What follows belongs to an exercise in optimizing a design on an open flow for small area, a short achievable clock period and few clock cycles per item; a production flow would make more cautious choices. Where RTL was checked, it was by simulation tests only, not by an equivalence proof against the original. No activity file was given, so power comes from the tool's default toggle rates.

## riscv_multicycle
module riscv_multicycle #(
  parameter int unsigned  N        = 32,
  parameter logic [N-1:0] RESET_PC = '0
) (
  input  logic                clk,
  input  logic                rst,
  output logic                mem_req,
  output logic                mem_we,
  output logic [N-1:0]        mem_addr,
  output logic [N-1:0]        mem_wdata,
  input  logic [N-1:0]        mem_rdata,
  input  logic                mem_ready,
  output logic                retire,
  output logic                trap,
  output logic [N-1:0]        pc_out
);
  localparam logic [6:0] OP_LOAD   = 7'b0000011;
  localparam logic [6:0] OP_STORE  = 7'b0100011;
  localparam logic [6:0] OP_R      = 7'b0110011;
  localparam logic [6:0] OP_IMM    = 7'b0010011;
  localparam logic [6:0] OP_BRANCH = 7'b1100011;
  localparam logic [6:0] OP_JAL    = 7'b1101111;
  logic [N-1:0] r_pc4;     
  logic [N-1:0] r_tgt;     
  logic [11:0]  r_dlo;     
  logic [N-13:0] r_dhi;    
  logic [N-13:0] r_dalt;   
  logic         r_dsel;    
  logic         r_take;    
  logic [N-1:0] r_p, r_g;  
  logic [4:0]   r_rd;
  logic         r_ld, r_jal, r_wb, r_sub, r_and, r_or, r_slt;
  logic         r_ag;      
  logic         r_dm;      
  logic         r_we;      
  logic         r_ret;     
  logic         r_ill;     
  logic [N-1:0] r_rf [1:31];
  logic [31:1]  r_v;       
  logic [31*N-1:0] w_rf;
  always_comb
    for (int k = 1; k < 32; k++) w_rf[(k-1)*N +: N] = r_rf[k];
  logic [N-1:0] w_res;
  rv_alu #(.N(N)) u_alu (
  ...
clock: 9.0 ns
lec_check: 0
cap_margin: 20
cell_pad_in_sites_detail_placement: 1
core_margin: 2
core_utilization: 30
place_density: 0.4
setup_slack_margin: 4.9
slew_margin: 20
synth_hierarchical: 1
tns_end_percent: 10
run.sh (not shown) runs the stock make flow with config.mk's settings and CLKGATE_MAP_FILE= SYNTH_SCRIPT=/design/flow/synth_recipe.tcl, a recipe that flattens the netlist after the stock synthesis.
The baseline completed with no timing, DRC or antenna violations.
Then changed:
SETUP_SLACK_MARGIN = 4.65   (was 4.9)
The new run ran to the end with no violations. Register-to-register slack stays flat. Global-route usage went down by 1.9 points. Clock power went down by about 3%. Cell area went down by about 4%. Hold slack gets better by 0.0044 ns. Area after synthesis does not change. Clock skew barely changes.
No run of this note included a check of the RTL's function; only the layout flow was run.

---

riscv_multicycle, a different RTL version from the one above (not shown whole).
For scale: about 63,000 sq um of cells after synthesis.
==> flow/config.mk <==
export PLATFORM = sky130hd
export DESIGN_NAME = riscv_multicycle
export DESIGN_NICKNAME = riscv_multicycle
export VERILOG_FILES = /design/flow/design.v
export SDC_FILE = /design/flow/constraint.sdc
export NUM_CORES = 4
export LEC_CHECK = 0
export CAP_MARGIN = 20
export CELL_PAD_IN_SITES_DETAIL_PLACEMENT = 1
export CORE_MARGIN = 2
export CORE_UTILIZATION = 30
export PLACE_DENSITY = 0.4
export SETUP_SLACK_MARGIN = 5
export SLEW_MARGIN = 20
export SYNTH_HIERARCHICAL = 1
export TNS_END_PERCENT = 5
==> flow/constraint.sdc <==
create_clock -name core_clock -period 9.0 [get_ports {clk}]
set_input_delay 1.8000 -clock core_clock [delete_from_list [all_inputs] [get_ports {clk}]]
set_output_delay 1.8000 -clock core_clock [all_outputs]
set_load 0.01 [all_outputs]
The first run ran to the end with no violations.
Testbench counts at the start, summed over its fixed seeds: cycles 90,854, retired 72,013.
==> next run, changes <==
- SETUP_SLACK_MARGIN: 5 -> 4.5
- TNS_END_PERCENT: 5 -> 10
Outcome: The new run completed with no timing, DRC or antenna violations. Via count is lower by about 3%. Combinational power is lower by about 10%. Hold slack improved by 9.1 ps.

---

## the baseline
riscv_multicycle, a different RTL version from the one above (not shown whole).
Size in the first run: ~4600 cells after synthesis, ~1200 flip-flops, ~140 I/O pins, roughly 0.061 sq mm of cells after synthesis.
clock: 9.0 ns
lec_check: 0
cap_margin: 20
cell_pad_in_sites_detail_placement: 1
core_margin: 2
core_utilization: 30
place_density: 0.4
setup_slack_margin: 4.65
slew_margin: 20
synth_hierarchical: 1
tns_end_percent: 10
> inputs changed (the baseline -> the candidate)
Settings: changing SETUP_SLACK_MARGIN from 4.65 to 4.8.
## What came out
The candidate against the baseline: total power picked up an extra 0.48%, clock skew was more or less identical, share of total power in the clock network fell 0.2 points, post-route met1 wirelength level.
The candidate ends up with higher static leakage than the baseline does.
Count of buffers added by post-CTS timing repair for setup (the candidate vs. the baseline) increases by more than 10%
Compare the baseline and the candidate | total power per unit cell area lower: the candidate
Minimum setup slack among reg-to-reg paths: the candidate vs the baseline — no meaningful difference
Reported for the baseline and the candidate, total number of sequential cells turned out identical to the last digit.
Going from the baseline to the candidate, final cycle utilization of the critical path fell 0.79 points, fraction of area in non-clock buffers rose 0.84 points.
Function was not checked in any run of this note: the RTL went through the layout flow alone.

---

Another version of the RTL of riscv_multicycle (not shown whole).
Size in the first run: roughly 4,600 cells after synthesis, about 140 I/O pins, about 0.061 mm2 of cells after synthesis.
clock: 9.0 ns
lec_check: 0
cap_margin: 20
cell_pad_in_sites_detail_placement: 1
core_margin: 2
core_utilization: 30
place_density: 0.4
setup_slack_margin: 4.25
slew_margin: 20
synth_hierarchical: 1
tns_end_percent: 10
The first run produced a clean layout.
Testbench counts at the start, summed over its fixed seeds: cycles 90,854, retired 72,013.
Then changed:
SETUP_SLACK_MARGIN = 4.75   (was 4.25)
Outcome: Synthesized cell count is unchanged; synthesized area is unchanged; hold slack is about the same.
Then changed:
CTS_CLUSTER_DIAMETER = 60   (was unset)
CTS_CLUSTER_SIZE = 20   (was unset)
SETUP_SLACK_MARGIN = 4.5   (was 4.75)
After rerunning: The changed run completed with no timing, DRC or antenna violations; power hardly moves; die area does not change; clock power came out higher by about 1%; setup slack improves by 47 ps; area after synthesis is unchanged.
Then changed:
CTS_CLUSTER_DIAMETER = unset   (was 60)
CTS_CLUSTER_SIZE = unset   (was 20)
Effect:
- register-to-register slack improves by 20 ps
- worst setup slack is worse by 26 ps
- routed wire length barely changes
- final area went up by 0.31%
- die area does not change
- sequential power stays flat
- worst hold slack barely changes
Then changed:
TNS_END_PERCENT = 2   (was 10)
What happened: The new run finished clean; via count stays flat; maximum frequency stays flat; combinational power is about the same; cell count came out lower slightly; global-route usage hardly moves.

---

## run a
riscv_multicycle, a different RTL version from the one above (not shown whole).
Size in the first run: roughly 5000 cells after synthesis, about 63000 um^2 of cells after synthesis.
clock: 9.0 ns
lec_check: 0
cap_margin: 20
cell_pad_in_sites_detail_placement: 1
core_margin: 2
core_utilization: 30
place_density: 0.4
setup_slack_margin: 4.25
slew_margin: 20
synth_hierarchical: 1
tns_end_percent: 10
Run a: all stages complete, timing, DRC and antenna checks passed
Testbench counts of run a, summed over its fixed seeds: cycles 90,854, retired 72,013.
> inputs changed (run a -> run b)
--- a/flow/config.mk
+++ b/flow/config.mk
@@ -12,5 +12,5 @@
 export PLACE_DENSITY = 0.4
-export SETUP_SLACK_MARGIN = 4.25
+export SETUP_SLACK_MARGIN = 4.75
 export SLEW_MARGIN = 20
 export SYNTH_HIERARCHICAL = 1
-export TNS_END_PERCENT = 10
+export TNS_END_PERCENT = 5
--- outcome ---
Of run a and run b, run a shows the lower routed wire length, with run b above it. Final design utilization ended up 1.4 points higher on run b than on run a. [run b] maximum number of pins on one net before global-route repair rose 19% relative to run a. Diff run a and run b: routed wire length on met2 lower in run a.

---

Another version of the RTL of riscv_multicycle (not shown whole).
Size in the first run: ~4400 cells after synthesis, ~1200 flip-flops, roughly 140 I/O pins, ~60000 um2 of cells after synthesis.
export LEC_CHECK = 0
export CAP_MARGIN = 20
export CELL_PAD_IN_SITES_DETAIL_PLACEMENT = 1
export CORE_MARGIN = 2
export CORE_UTILIZATION = 30
export PLACE_DENSITY = 0.4
export SETUP_SLACK_MARGIN = 4.55
export SLEW_MARGIN = 20
export SYNTH_HIERARCHICAL = 1
export TNS_END_PERCENT = 10
create_clock -name core_clock -period 9.0 [get_ports {clk}]
The first run produced a clean layout.
Testbench counts at the start, summed over its fixed seeds: cycles 90,854, retired 72,013.
Next try:
SETUP_SLACK_MARGIN = 4.65   (was 4.55)
TNS_END_PERCENT = 20   (was 10)
What happened: Clock-buffer cell count came out lower by 1; register-to-register slack got worse by 0.11 ns; global-route usage came out higher by 1.3 points.

---

build 82:
Starting RTL as in the previous note.
Design riscv_multicycle, start of the top module:
module riscv_multicycle #(
  parameter int unsigned  N        = 32,
  parameter logic [N-1:0] RESET_PC = '0
) (
  input  logic                clk,
  input  logic                rst,
  output logic                mem_req,
  output logic                mem_we,
  output logic [N-1:0]        mem_addr,
  output logic [N-1:0]        mem_wdata,
  input  logic [N-1:0]        mem_rdata,
  input  logic                mem_ready,
  output logic                retire,
  output logic                trap,
  output logic [N-1:0]        pc_out
);
export LEC_CHECK = 0
export CAP_MARGIN = 20
export CELL_PAD_IN_SITES_DETAIL_PLACEMENT = 1
export CORE_MARGIN = 2
export CORE_UTILIZATION = 30
export PLACE_DENSITY = 0.4
export SETUP_SLACK_MARGIN = 4.75
export SLEW_MARGIN = 20
export SYNTH_HIERARCHICAL = 1
export TNS_END_PERCENT = 10
create_clock -name core_clock -period 9.0 [get_ports {clk}]
Build 82 completed; timing, DRC and antenna clean
Testbench counts of build 82, summed over its fixed seeds: cycles 90,854, retired 72,013.
#### Input delta (build 1 over build 82)
diff --git a/flow/config.mk b/flow/config.mk
--- a/flow/config.mk
+++ b/flow/config.mk
@@ -11,3 +11,3 @@
-export CORE_UTILIZATION = 30
-export PLACE_DENSITY = 0.4
-export SETUP_SLACK_MARGIN = 4.75
+export CORE_UTILIZATION = 32
+export PLACE_DENSITY = 0.42
+export SETUP_SLACK_MARGIN = 4.65
Results
- Build 82 → build 1: antenna diode count down 2; number of global-route vias before repair went up; post-route minimum period saw an increase.
- [compare] base=build 82 new=build 1: remaining antenna violation count after routing held; number of rows created at floorplan went down 3.0%.
- Sort build 82 and build 1 by number of ordinary and repair buffers in the finished layout, ascending, and build 82 comes first.
- Detailed route, build 1 vs build 82: via total higher for build 1
- Of build 82 and build 1, build 82 shows the lower area of combinational cells with multiple inputs, with build 1 above it.
For build 50, these inputs were changed with respect to build 1:
diff --git a/flow/config.mk b/flow/config.mk
--- a/flow/config.mk
+++ b/flow/config.mk
@@ -11,3 +11,3 @@
-export CORE_UTILIZATION = 32
-export PLACE_DENSITY = 0.42
-export SETUP_SLACK_MARGIN = 4.65
+export CORE_UTILIZATION = 30
+export PLACE_DENSITY = 0.4
+export SETUP_SLACK_MARGIN = 4.8
Results
Timing, DRC, antenna: 0 failures across build 50 and build 1
Delta(number of cells after detailed placement, build 50 - build 1) > 0
Compared with build 1, in build 50 number of fill cells in the layout went up by 1502, portion of total power attributed to combinational logic went up by 0.3 points.
Modified inputs, build 59 compared to build 50
diff --git a/flow/config.mk b/flow/config.mk
--- a/flow/config.mk
+++ b/flow/config.mk
@@ -13 +13 @@
-export SETUP_SLACK_MARGIN = 4.8
+export SETUP_SLACK_MARGIN = 4.65
==> run summary <==
Measured against each other, build 59 and build 50 differ in critical path depth, the lower figure coming from build 59. Fraction of layout cells with a size suffix above 1 (lower): build 59. Per the comparison of build 59 with build 50, layout buffering overhead excluding clock cells now sits lower, final total power dropped 0.63%, total routing usage reported by global routing fell by 0.35 points, wire length decreased by about 1.8% relative to the old numbers.

## separate check: timing with driven ports
Ports are ideal in the flow. The routed layouts listed here were re-timed in OpenROAD. Step 1: set_driving_cell puts a clkbuf_16 on clk and a buf_2 on each other input, an assumption about the parent block. Step 2, shift: input delay + t, output delay - t, t = (earliest + latest rising clock arrival at the registers) / 2. This alone moves slack from input paths to output paths. Three values: ideal ports, drivers, drivers and shift; two values: the first two.
run | t, ns | setup slack, ns | worst register clock-pin slew, ns | worst data-port slew with drivers (ns)
the first run of note 1 | 0.885 | 4.394 / 4.363 / 3.478 | 0.06 / 0.06 | 0.30
the second run of note 1 | 0.884 | 4.293 / 4.350 / 3.466 | 0.06 / 0.06 | 0.05
the first run of note 2 | 0.908 | 4.614 / 4.654 / 3.746 | 0.07 / 0.07 | 0.09
the second run of note 2 | 0.901 | 4.406 / 4.331 / 3.561 | 0.07 / 0.07 | 0.09
the baseline | 0.909 | 4.261 / 4.319 / 3.410 | 0.07 / 0.07 | 0.08
the candidate | 0.905 | 4.332 / 4.389 / 3.484 | 0.07 / 0.07 | 0.08
the first run of note 4 | 0.895 | 4.101 / 4.089 / 3.264 | 0.07 / 0.07 | 0.05
the second run of note 4 | 0.891 | 4.225 / 4.271 / 3.380 | 0.06 / 0.06 | 0.08
the third run of note 4 | 0.887 | 4.271 / 4.283 / 3.445 | 0.08 / 0.08 | 0.05
the fourth run of note 4 | 0.900 | 4.245 / 4.310 / 3.410 | 0.06 / 0.06 | 0.05
the fifth run of note 4 | 0.895 | 4.251 / 4.310 / 3.422 | 0.07 / 0.07 | 0.05
run a | 0.885 | 4.180 / 4.201 / 3.316 | 0.07 / 0.07 | 0.14
run b | 0.909 | 4.410 / 4.458 / 3.549 | 0.07 / 0.07 | 0.09
the first run of note 6 | 0.885 | 4.320 / 4.355 / 3.470 | 0.07 / 0.07 | 0.08
the second run of note 6 | 0.893 | 4.328 / 4.381 / 3.493 | 0.06 / 0.06 | 0.09
build 82 | 0.883 | 4.431 / 4.465 / 3.583 | 0.07 / 0.07 | 0.07
build 1 | 0.891 | 4.364 / 4.287 / 3.534 | 0.07 / 0.07 | 0.09
build 50 | 0.886 | 4.458 / 4.493 / 3.607 | 0.07 / 0.07 | 0.07
build 59 | 0.891 | 4.417 / 4.416 / 3.577 | 0.07 / 0.07 | 0.07
After both steps every run listed still meets setup and hold. For the first run of note 1, which loses most, drivers alone change the setup slack by -0.031 ns; drivers and shift together by -0.916 ns.
